Context: an optimization exercise on an open-source flow, tuned for small area. The choices shown serve that exercise and are no tape-out recipe.
Only simulation tests tie the RTL to the original design; equivalence was not proved.
Power and IR drop assume default switching activity.

lane 1:
==> module ahb_tgt_ram, before the edit <==
module ahb_tgt_ram #(
  parameter int NW = 64,
  parameter int TS = 4
) (
  input  logic             clk,
  input  logic             clr,
  input  logic [NW/TS-1:0] wsel,    
  input  logic [3:0]       wbe,     
  input  logic [31:0]      wdata,
  input  logic [NW/TS-1:0] rsel,    
  output logic [31:0]      rdata    
);
  localparam int NT = NW / TS;
  logic [31:0] ring [NW];
  logic [31:0] tap_d [NT];
  logic [31:0] tap_raw [NT];
  always_comb begin
    rdata = '0;
    for (int j = 0; j < NT; j++) begin
      for (int b = 0; b < 4; b++)
        tap_raw[j][8*b +: 8] = ~((clr | (wsel[j] & wbe[b]))
                                 ? (wdata[8*b +: 8] ^ {8{j % 2 == 0}})
                                 : ring[TS*j][8*b +: 8]);
      tap_d[j] = tap_raw[j] ^ {32{j % 2 == 1}};
      rdata = rdata | ({32{rsel[j]}} & tap_d[j]);
    end
  end
  always_ff @(posedge clk) begin
    for (int p = 0; p < NW; p++) begin
      if (p % TS == 1) ring[p] <= tap_raw[p / TS];
      else             ring[p] <= ring[(p + NW - 1) % NW];
    end
  end
endmodule
clock: 10.0 ns
lec_check: 0
cap_margin: 20
core_margin: 2
core_utilization: 70
cts_buf_list: sky130_fd_sc_hd__clkbuf_8
cts_cluster_diameter: 60
cts_cluster_size: 16
slew_margin: 20
run.sh (not shown) runs the stock make flow with config.mk's settings and CLKGATE_MAP_FILE= SYNTH_SCRIPT=/design/flow/synth_recipe.tcl, a recipe that flattens the netlist after the stock synthesis.
Edits applied to the flow inputs when going from lane 1 to lane 2:
--- a/flow/design.v
+++ b/flow/design.v
@@ -19,27 +19,23 @@
   input  logic [NW/TS-1:0] rsel,    
   output logic [31:0]      rdata    
 );
   localparam int NT = NW / TS;
   logic [31:0] ring [NW];
   logic [31:0] tap_d [NT];
-  logic [31:0] tap_raw [NT];
   always_comb begin
     rdata = '0;
     for (int j = 0; j < NT; j++) begin
       for (int b = 0; b < 4; b++)
-        tap_raw[j][8*b +: 8] = ~((clr | (wsel[j] & wbe[b]))
-                                 ? (wdata[8*b +: 8] ^ {8{j % 2 == 0}})
-                                 : ring[TS*j][8*b +: 8]);
-      tap_d[j] = tap_raw[j] ^ {32{j % 2 == 1}};
+        tap_d[j][8*b +: 8] = (clr | (wsel[j] & wbe[b])) ? wdata[8*b +: 8] : ring[TS*j][8*b +: 8];
       rdata = rdata | ({32{rsel[j]}} & tap_d[j]);
     end
   end
   always_ff @(posedge clk) begin
     for (int p = 0; p < NW; p++) begin
-      if (p % TS == 1) ring[p] <= tap_raw[p / TS];
+      if (p % TS == 1) ring[p] <= tap_d[p / TS];
       else             ring[p] <= ring[(p + NW - 1) % NW];
     end
   end
 endmodule
 module ahb_tgt_mem #(
   parameter logic [31:0] ADDR_BASE   = 32'h0000_8000,
Results
- Register-to-register slack sits lower in lane 2 than in lane 1.
- Average wire per standard cell grows by a few percent when moving from lane 1 to lane 2.
- For the power, lane 2 came in 8.3% lower than lane 1 did.
- Lane 2 vs lane 1: internal power consumption down in lane 2
- Of lane 2 and lane 1, the run reporting the lower setup slack of the critical path after layout was lane 2.
- The final cell count reported for lane 2 is smaller than that of lane 1 by 235.
- Comparing lane 2 and lane 1, mean instance size in the synthesized netlist is lower on lane 1.
- Lane 2 vs lane 1 — routed via count dropped 397.

========
Setup of the reference run:
The RTL this note starts from:
==> flow/design.v <==
package ahb_tgt_mem_pkg;
  typedef enum logic [1:0] {
    IDLE  = 2'd0,
    WAIT1 = 2'd1,
    WAIT2 = 2'd2,
    RESP  = 2'd3
  } tgt_state_t;
  localparam logic [31:0] TGT_ERR_RDATA = 32'hBADD_ADD5;
endpackage
module ahb_tgt_ram #(
  parameter int NW = 64,
  parameter int TS = 4
) (
  input  logic             clk,
  input  logic             clr,
  input  logic [NW/TS-1:0] wsel,    
  input  logic [3:0]       wbe,     
  input  logic [31:0]      wdata,
  input  logic [NW/TS-1:0] rsel,    
  output logic [31:0]      rdata    
);
  localparam int NT = NW / TS;
  logic [31:0] ring [NW];
  logic [31:0] tap_raw [NT];
  logic [31:0] rd_even, rd_odd_n;
  logic        odd_sel;
  always_comb begin
    rd_even  = '0;
    rd_odd_n = '0;
    odd_sel  = 1'b0;
    for (int j = 0; j < NT; j++) begin
      for (int b = 0; b < 4; b++)
        tap_raw[j][8*b +: 8] = ~((clr | (wsel[j] & wbe[b]))
                                 ? (wdata[8*b +: 8] ^ {8{j % 2 == 0}})
                                 : ring[TS*j][8*b +: 8]);
      if (j % 2 == 0) rd_even  = rd_even  | ({32{rsel[j]}} & tap_raw[j]);
      else            rd_odd_n = rd_odd_n | ({32{rsel[j]}} & tap_raw[j]);
      if (j % 2 == 1) odd_sel  = odd_sel | rsel[j];
    end
    rdata = rd_even | ({32{odd_sel}} & ~rd_odd_n);
  end
  always_ff @(posedge clk) begin
    for (int p = 0; p < NW; p++) begin
      if (p % TS == 1) ring[p] <= tap_raw[p / TS];
      else             ring[p] <= ring[(p + NW - 1) % NW];
    end
  end
endmodule
module ahb_tgt_mem #(
  parameter logic [31:0] ADDR_BASE   = 32'h0000_8000,
  parameter int unsigned DEPTH_WORDS = 64,
  parameter int unsigned WAIT_STATES = 2
) (
  input  logic          AFT_CLK,
  input  logic          nRST,
  input  logic          bus_ren,
  input  logic          bus_wen,
  input  logic [31:0]   bus_addr,
  input  logic [31:0]   bus_wdata,
  input  logic [3:0]    bus_strobe,
  output logic [31:0]   bus_rdata,
  output logic          bus_request_stall,
  output logic          bus_error
);
  localparam int unsigned TS = 4;
  localparam int unsigned NT = 64 / TS;
  localparam int unsigned TB = $clog2(TS);
  ahb_tgt_mem_pkg::tgt_state_t state;
  logic        req;
  logic        idle, resp, accept;
  logic [5:0]  t;             
  logic        cap_wr, cap_oor;
  logic [5:0]  cap_idx;
  logic [3:0]  cap_be;
  logic [31:0] cap_d;         
  logic        pend_v;
  logic [5:0]  pend_idx;
  logic [3:0]  pend_be;
  logic [31:0] pend_d;
  logic [31:0] rdata_q;
  logic [TB:0]   clr_cnt;
  logic          clr;
  logic        in_oor;
  logic [31:0] in_wd;
  logic        rd_on;
  logic [5:0]  r_idx, r_u, w_u;
  logic [NT-1:0] rsel, wsel;
  logic [31:0] tap_rd;
  assign req    = bus_ren | bus_wen;
  assign idle   = (state == ahb_tgt_mem_pkg::IDLE);
  assign resp   = (state == ahb_tgt_mem_pkg::RESP);
  assign accept = idle & req;
  assign in_oor = (bus_addr[31:8] != 24'h000080);
  assign in_wd  = bus_wdata & {32{bus_wen}};
  assign clr    = (clr_cnt != '0);
  assign r_idx = idle ? bus_addr[7:2] : cap_idx;
  assign rd_on = idle ? (req & ~bus_wen & ~in_oor) : (~cap_wr & ~cap_oor);
  assign r_u   = r_idx + t;
  logic cap_hold, pend_ld, pend_hold, rd_ld, rd_err, rd_hold;
  assign cap_hold  = ~accept & ~(|rsel);
  assign pend_ld   = nRST & resp & cap_wr;
  assign pend_hold = nRST & ~(resp & cap_wr);
  assign rd_ld     = nRST & resp & ~cap_wr & ~cap_oor;
  assign rd_err    = nRST & resp & ~cap_wr & cap_oor;
  assign rd_hold   = nRST & ~(resp & ~cap_wr);
  logic [31:0] cap_nx;
  assign cap_nx = ({32{accept}} & in_wd) | tap_rd | ({32{cap_hold}} & cap_d);
  assign w_u   = pend_idx + t;
  always_comb begin
    for (int j = 0; j < NT; j++) begin
      rsel[j] = rd_on  & (r_u[TB-1:0] == '0) & (r_u[5:TB] == j[5-TB:0]);
      wsel[j] = pend_v & (w_u[TB-1:0] == '0) & (w_u[5:TB] == j[5-TB:0]);
    end
  end
  ahb_tgt_ram #(.NW(64), .TS(TS)) u_ram (
    .clk   (AFT_CLK),
    .clr   (clr),
    .wsel  (wsel),
    .wbe   (pend_be),
    .wdata (pend_d),
    .rsel  (rsel),
    .rdata (tap_rd)
  );
  always_ff @(posedge AFT_CLK) begin
    t <= nRST ? t + 6'd1 : 6'd0;
    clr_cnt <= nRST ? clr_cnt - (TB+1)'(clr_cnt != '0) : (TB+1)'(TS);
    if (!nRST) begin
      state <= ahb_tgt_mem_pkg::IDLE;
    end else begin
      case (state)
        ahb_tgt_mem_pkg::IDLE:  if (req) state <= ahb_tgt_mem_pkg::WAIT1;
        ahb_tgt_mem_pkg::WAIT1: state <= req ? ahb_tgt_mem_pkg::WAIT2 : ahb_tgt_mem_pkg::IDLE;
        ahb_tgt_mem_pkg::WAIT2: state <= req ? ahb_tgt_mem_pkg::RESP  : ahb_tgt_mem_pkg::IDLE;
        default:                state <= ahb_tgt_mem_pkg::IDLE;
      endcase
    end
    if (accept) begin
      cap_wr  <= bus_wen;
      cap_oor <= in_oor;
      cap_idx <= bus_addr[7:2];
      cap_be  <= bus_strobe;
    end
    if (!nRST)
      pend_v <= 1'b0;
    else if (resp & cap_wr & ~cap_oor)
      pend_v <= 1'b1;
    else if (|wsel)
      pend_v <= 1'b0;
    if (resp & cap_wr) begin
      pend_idx <= cap_idx;
      pend_be  <= cap_be;
    end
    cap_d   <= cap_nx;
    pend_d  <= ({32{pend_ld}} & cap_d) | ({32{pend_hold}} & pend_d);
    rdata_q <= ({32{rd_ld}} & cap_nx) | ({32{rd_err}} & ahb_tgt_mem_pkg::TGT_ERR_RDATA)
             | ({32{rd_hold}} & rdata_q);
  end
  assign bus_rdata         = rdata_q;
  assign bus_request_stall = nRST & req & ~resp;
  assign bus_error         = nRST & resp & cap_oor;
endmodule
Settings: LEC_CHECK=0, CAP_MARGIN=0, CORE_MARGIN=2, CORE_UTILIZATION=70, CTS_BUF_LIST=sky130_fd_sc_hd__clkbuf_8, CTS_CLUSTER_DIAMETER=60, CTS_CLUSTER_SIZE=16, SLEW_MARGIN=0; clock period 10.0 ns.
standard.sh (not shown) runs the stock make flow with config.mk's settings and CLKGATE_MAP_FILE= SYNTH_SCRIPT=/design/flow/synth_recipe.tcl, a recipe that flattens the netlist after the stock synthesis.
==> flow/flow/run.sh <==
#!/bin/bash
# Layout flow: the standard flow (standard.sh) with these changes:
#  - synthesis: the standard flow's own synthesis script, with ORFS's abc step given the
#    area-oriented script flow/amap.abc (flow/abc_override.tcl); everything
#    else in synthesis, the registers included, is as standard.sh makes it;
#  - port buffers are sky130_fd_sc_hd__buf_1 instead of the resizer's default
#    (every input and output port still gets its buffer);
#  - CTS inserts no dummy loads, with its own sink clustering;
#  - after placement, flow/downsize.tcl lowers the drive strength of logic
#    cells where slew, capacitance and timing allow.
# Each tool's full output goes to the ORFS logs under orfs/logs/ and to the
# *.log files here.
set -euo pipefail
HERE=$(pwd)
export BUFFER_PORTS_ARGS="-buffer_cell sky130_fd_sc_hd__buf_1"
export CTS_ARGS="-sink_clustering_enable -repair_clock_nets -dont_use_dummy_load -sink_clustering_size 20 -sink_clustering_max_diameter 50 -buf_list sky130_fd_sc_hd__clkbuf_8"
export MY_ABC_SCRIPT=$HERE/flow/amap.abc
cat flow/abc_override.tcl synth_recipe.tcl > synth_amap.tcl
sed -E "s#SYNTH_SCRIPT=[^ ]+#SYNTH_SCRIPT=$HERE/synth_amap.tcl#" standard.sh > standard_amap.sh
grep -q "SYNTH_SCRIPT=$HERE/synth_amap.tcl" standard_amap.sh
bash standard_amap.sh synth > flow_make_synth.log 2>&1
grep -q "abc_override" orfs/logs/${FLOW_PLATFORM}/ahb_tgt_mem/base/1_2_yosys.log
bash standard_amap.sh place > flow_make_place.log 2>&1
R=orfs/results/${FLOW_PLATFORM}/ahb_tgt_mem/base
cp $R/3_place.odb $R/3_place_before_downsize.odb
IN_ODB=$R/3_place_before_downsize.odb IN_SDC=$R/3_place.sdc OUT_ODB=$R/3_place.odb \
  LIB_FILE=$FLOW_HOME/platforms/${FLOW_PLATFORM}/lib/sky130_fd_sc_hd__tt_025C_1v80.lib \
  PLATFORM_DIR=$FLOW_HOME/platforms/${FLOW_PLATFORM} \
  openroad -no_init -exit flow/downsize.tcl > downsize.log 2>&1
touch $R/3_place.odb
bash standard_amap.sh > flow_make.log 2>&1
Other scripts of this flow, unchanged in this note and not shown: flow/flow/abc_override.tcl, flow/flow/amap.abc, flow/flow/downsize.tcl
The reference run has completed all stages; timing, DRC and antenna checks passed.
Edits applied to the flow inputs when going from the reference run to the trial run:
-- flow/design.v --
<<< the reference run, line 22
  localparam int NT = NW / TS;
  logic [31:0] ring [NW];
  logic [31:0] tap_raw [NT];
  logic [31:0] rd_even, rd_odd_n;
  logic        odd_sel;
  always_comb begin
    rd_even  = '0;
    rd_odd_n = '0;
    odd_sel  = 1'b0;
    for (int j = 0; j < NT; j++) begin
      for (int b = 0; b < 4; b++)
>>> the trial run, line 22
  localparam int NT = NW / TS;
  logic [31:0] ring [NW];
  logic [31:0] tap_d [NT];
  logic [31:0] tap_raw [NT];
  always_comb begin
    rdata = '0;
    for (int j = 0; j < NT; j++) begin
      for (int b = 0; b < 4; b++)
<<< the reference run, line 34
                                 ? (wdata[8*b +: 8] ^ {8{j % 2 == 0}})
                                 : ring[TS*j][8*b +: 8]);
      if (j % 2 == 0) rd_even  = rd_even  | ({32{rsel[j]}} & tap_raw[j]);
      else            rd_odd_n = rd_odd_n | ({32{rsel[j]}} & tap_raw[j]);
      if (j % 2 == 1) odd_sel  = odd_sel | rsel[j];
    end
    rdata = rd_even | ({32{odd_sel}} & ~rd_odd_n);
  end
  always_ff @(posedge clk) begin
>>> the trial run, line 31
                                 ? (wdata[8*b +: 8] ^ {8{j % 2 == 0}})
                                 : ring[TS*j][8*b +: 8]);
      tap_d[j] = tap_raw[j] ^ {32{j % 2 == 1}};
      rdata = rdata | ({32{rsel[j]}} & tap_d[j]);
    end
  end
  always_ff @(posedge clk) begin
## What came out
- Comparing the reference run and the trial run, layout multi-input combinational cell count is higher on the trial run.
- On xor-xnor portion of the synthesized cell area, the trial run tracks the reference run almost exactly.
- Cell area | the trial run vs the reference run | the trial run larger
- Changes observed in the trial run relative to the reference run: critical path depth went up; final cell count went up; total routed wirelength went up; count of clock-buffer cells in the layout went up.

-- what the ideal ports hide --
The flow's constraints put no driver on any port. The routed layouts listed below were extracted and timed again, unchanged, in two steps. Step 1 (the two cells are an assumption about what drives the block):
set clk [get_ports {AFT_CLK}]
set_driving_cell -lib_cell sky130_fd_sc_hd__clkbuf_16 $clk
set_driving_cell -lib_cell sky130_fd_sc_hd__buf_2 [delete_from_list [all_inputs] $clk]
Step 2 adds t to the input delays and takes it off the output delays; t is the mean of the earliest and latest rising clock arrival at the registers after step 1. Input paths then give back, and output paths get back, about the clock's delay inside the block. Three values: no drivers, after step 1, after step 2; two values: the first two.
run | t (ns) | setup WS [ns] | worst data-port slew with drivers (ns)
lane 1 | 0.890 | 3.129 / 3.170 / 2.280 | 0.05
lane 2 | 0.910 | 3.028 / 3.070 / 2.160 | 0.07
the reference run | 0.857 | 2.244 / 2.286 / 1.429 | 0.04
the trial run | 0.862 | 2.638 / 2.638 / 1.905 | 0.13
After both steps every run listed still meets setup and hold. The setup slack of lane 2, which loses most, moves by +0.042 ns with the drivers and by -0.868 ns with both steps.
